Source: an optimization exercise on an open RTL-to-GDS flow (aim: small area). Production flows keep margins and buffers that such runs may drop.
Only simulation tests tie the RTL to the original design; equivalence was not proved.

==> run A <==
Design isa_core, start of the top module:
module isa_core
(
    input  logic              clk,
    input  logic              rst_n,
    input  logic              run,
    input  logic              host_we,
    input  isa_pkg::reg_idx_t host_idx,
    input  isa_pkg::word_t    host_data,
    input  logic              instr_valid,
    input  isa_pkg::word_t    instr_data,
    output logic              fetch_req,
    output isa_pkg::pc_t      fetch_addr,
    output logic              wb_valid,
    output isa_pkg::reg_idx_t wb_idx,
    output isa_pkg::word_t    wb_data,
    output logic              io_stall
);
Settings: LEC_CHECK=0, ABC_CLOCK_PERIOD_IN_PS=5500, CAP_MARGIN=20, CORE_MARGIN=2, CORE_UTILIZATION=75, PLACE_DENSITY=0.85, SLEW_MARGIN=20; clock period 5.5 ns.
standard.sh (not shown) runs the stock make flow with config.mk's settings and CLKGATE_MAP_FILE= SYNTH_SCRIPT=/design/flow/synth_recipe.tcl, a recipe that flattens the netlist after the stock synthesis.
==> flow/flow/run.sh <==
#!/bin/bash
# The standard layout (standard.sh) with these changes:
#  - synthesis (flow/synth.tcl) maps the register-file ring muxes to o22ai
#    cells before ABC maps the rest
#  - port buffers use the smallest buffer cell
#  - the clock tree is built from small clock buffers in small sink
#    clusters, without dummy loads
# The ORFS tools log to orfs/logs as usual; make's output goes to
# standard.log.
set -euo pipefail
here=$(pwd)
sed "s#SYNTH_SCRIPT=[^ ]*#SYNTH_SCRIPT=$here/flow/synth.tcl#" standard.sh > standard_own.sh
export FLOW_FLOW_DIR=$here/flow
export BUFFER_PORTS_ARGS="-buffer_cell sky130_fd_sc_hd__buf_1"
export CTS_ARGS="-sink_clustering_enable -repair_clock_nets -dont_use_dummy_load -buf_list {sky130_fd_sc_hd__clkbuf_4} -sink_clustering_size 10 -sink_clustering_max_diameter 40"
bash standard_own.sh > standard.log 2>&1
==> flow/flow/abc.script <==
&get -n
&st
&dch
&nf
&st
&syn2
&if -g -K 6
&synch2
&nf
&st
&syn2
&if -g -K 6
&synch2
&nf
&st
&syn2
&if -g -K 6
&synch2
&nf
&st
&syn2
&if -g -K 6
&synch2
&nf
&st
&syn2
&if -g -K 6
&synch2
&nf
&put
topo
stime -c
==> flow/flow/ringmux.v <==
// Map a 2:1 mux into one o22ai cell: Y = !((!S | !B) & (S | !A)) = S ? B : A.
// The inverters are left to ABC, which merges them with their drivers.
module \$_MUX_ (A, B, S, Y);
  input A, B, S;
  output Y;
  wire na, nb, ns;
  \$_NOT_ inv_a (.A(A), .Y(na));
  \$_NOT_ inv_b (.A(B), .Y(nb));
  \$_NOT_ inv_s (.A(S), .Y(ns));
  sky130_fd_sc_hd__o22ai_1 _TECHMAP_REPLACE_ (.A1(ns), .A2(nb), .B1(S), .B2(na), .Y(Y));
endmodule
==> flow/flow/synth.tcl <==
# The standard flow's synthesis script (synth_recipe.tcl) with one addition: just before
# the final ABC mapping, the 2:1 muxes that feed the register-file ring
# flip-flops are mapped to single o22ai cells (flow/ringmux.v), so every
# ring bit gets the same small cell. ABC maps the rest as usual. The
# flip-flops are mapped before this point, so the registers are the same
# as in the standard synthesis. If flow/abc.script exists, ABC runs that
# script instead of ORFS's speed script.
proc synth {args} { yosys synth -nofsm -noshare {*}$args }
proc abc {args} {
  yosys select -set ringmux {*}{c:u_reg_file.ring* %ci1:+[D] %ci1:+[Y] t:$_MUX_ %i}
  yosys select -count @ringmux
  yosys techmap -map $::env(FLOW_FLOW_DIR)/ringmux.v @ringmux
  yosys opt_expr
  yosys opt_merge
  yosys opt_expr
  yosys opt_clean
  set i [lsearch -exact $args -script]
  if { $i >= 0 && [file exists $::env(FLOW_FLOW_DIR)/abc.script] } {
    lset args [expr {$i + 1}] $::env(FLOW_FLOW_DIR)/abc.script
  }
  yosys abc {*}$args
}
source $::env(SCRIPTS_DIR)/synth.tcl
# left out here: clear keep_hierarchy, flatten, clean up, hide names made inside functions, write 1_2_yosys.v
==> run K (differences from run A) <==
==> flow/flow/run.sh (replaced) <==
#!/bin/bash
# The standard layout (standard.sh) with these changes:
#  - if flow/abc.script exists, synthesis (flow/synth.tcl, otherwise the
#    same as synth_recipe.tcl) maps the logic with that ABC script
#  - port buffers use the smallest buffer cell
#  - the clock tree is built from small clock buffers in small sink
#    clusters, without dummy loads
# The ORFS tools log to orfs/logs as usual; make's output goes to
# standard.log.
set -euo pipefail
here=$(pwd)
if [[ -f flow/abc.script ]]; then
  sed "s#SYNTH_SCRIPT=[^ ]*#SYNTH_SCRIPT=$here/flow/synth.tcl#" standard.sh > standard_own.sh
  export FLOW_ABC_SCRIPT=$here/flow/abc.script
else
  cp standard.sh standard_own.sh
fi
export BUFFER_PORTS_ARGS="-buffer_cell sky130_fd_sc_hd__buf_1"
export CTS_ARGS="-sink_clustering_enable -repair_clock_nets -dont_use_dummy_load -buf_list {sky130_fd_sc_hd__clkbuf_4} -sink_clustering_size 10 -sink_clustering_max_diameter 40"
bash standard_own.sh > standard.log 2>&1
--- a/flow/config.mk
+++ b/flow/config.mk
@@ -8,6 +8,5 @@
 export ABC_CLOCK_PERIOD_IN_PS = 5500
 export CAP_MARGIN = 20
 export CORE_MARGIN = 2
-export CORE_UTILIZATION = 75
-export PLACE_DENSITY = 0.85
+export CORE_UTILIZATION = 55
 export SLEW_MARGIN = 20
removed: flow/flow/abc.script
removed: flow/flow/ringmux.v
removed: flow/flow/synth.tcl
==> run H (differences from run A) <==
--- a/flow/config.mk
+++ b/flow/config.mk
@@ -8,6 +8,6 @@
 export ABC_CLOCK_PERIOD_IN_PS = 5500
 export CAP_MARGIN = 20
 export CORE_MARGIN = 2
-export CORE_UTILIZATION = 75
-export PLACE_DENSITY = 0.85
+export CORE_UTILIZATION = 85
+export PLACE_DENSITY = 0.93
 export SLEW_MARGIN = 20
==> out/metrics.cfg <==
[worst_hold_path]
hp-start = u_reg_file.ring[8][9]$_DFF_P_

[finish]
regArea_sq_um = 6750
final.clkbuf_count = 46
signal_buffers = 132

[critical_path]
crit_path_top_delay_cell = fa_1

[status]
status = timing/DRC/antenna clean

[synthesis]
postSynthCellCount = 1342
post_synth_instance_area_sq_um = 13300
synth_top_cells_by_area = dfxtp_1, mux4_2, a21oi_1

[routing]
top_layer_used = met4
route.met2.wl_mm = 13.5

[power_and_ir_drop]
power.share.sequential = 0.488

-- figures above: run K

==> out/metrics.cfg <==
[status]
status = timing/DRC/antenna clean

[routing]
top_layer_used = met4
route.met2.wl_mm = 13.6

[power_and_ir_drop]
power.share.sequential = 0.534

[synthesis]
synth_top_cells_by_area = dfxtp_1, o22ai_1, mux2i_1
post_synth_instance_area_sq_um = 11800
postSynthCellCount = 1036

[finish]
final.clkbuf_count = 43
signal_buffers = 112

[global_routing]
grtUsageMet2 = 0.567

[critical_path]
crit_path_top_delay_cell = fa_1

[floorplanning]
tap-cell-count = 211

[worst_hold_path]
hp-start = u_reg_file.ring[2][1]$_DFF_P_

-- figures above: run A

==> out/metrics.cfg <==
[status]
failing_step = global routing
error_line = [ERROR GRT-0232] Routing congestion too high. Check the congestion heatmap in the GUI.
status = aborted with a tool error

[cts]
post-cts-setup-buffer-count = 0

[synthesis]
postSynthCellCount = 1036
synth_top_cells_by_area = dfxtp_1, o22ai_1, mux2i_1
synth.yosys.warnings = 5
largest_family_of_logic_cells_by_synthesized_area = compound AO/OA/AOI/OAI gates
post_synth_instance_area_sq_um = 11800

[placement]
port-buffer-count = 74

-- figures above: run H

## separate check: timing with driven ports
In the flow no input, the clock included, has a driving cell. The finished layouts below were timed again as built, in two steps. Step 1 assumes that a clkbuf_16 drives the clock port and a buf_2 every other input. Step 2, shift: input delay + t, output delay - t, t = (earliest + latest rising clock arrival at the registers) / 2. This alone moves slack from input paths to output paths. Slacks: no drivers / after step 1 / after step 2; pairs: no drivers / after step 1.
run | t, ns | setup WS [ns] | clock arrival spread, ns | worst slew at a driven data input, ns | cell pins on the clock port's net
run A | 0.676 | 0.302 / 0.322 / -0.354 | 0.079 / 0.080 | 0.04 | 1
run K | 0.696 | 0.338 / 0.338 / -0.255 | 0.078 / 0.077 | 0.06 | 1
With both steps, setup timing fails in run A and run K, where it was met with ideal ports. The setup slack of run A, which loses most, moves by +0.020 ns with the drivers and by -0.656 ns with both steps.
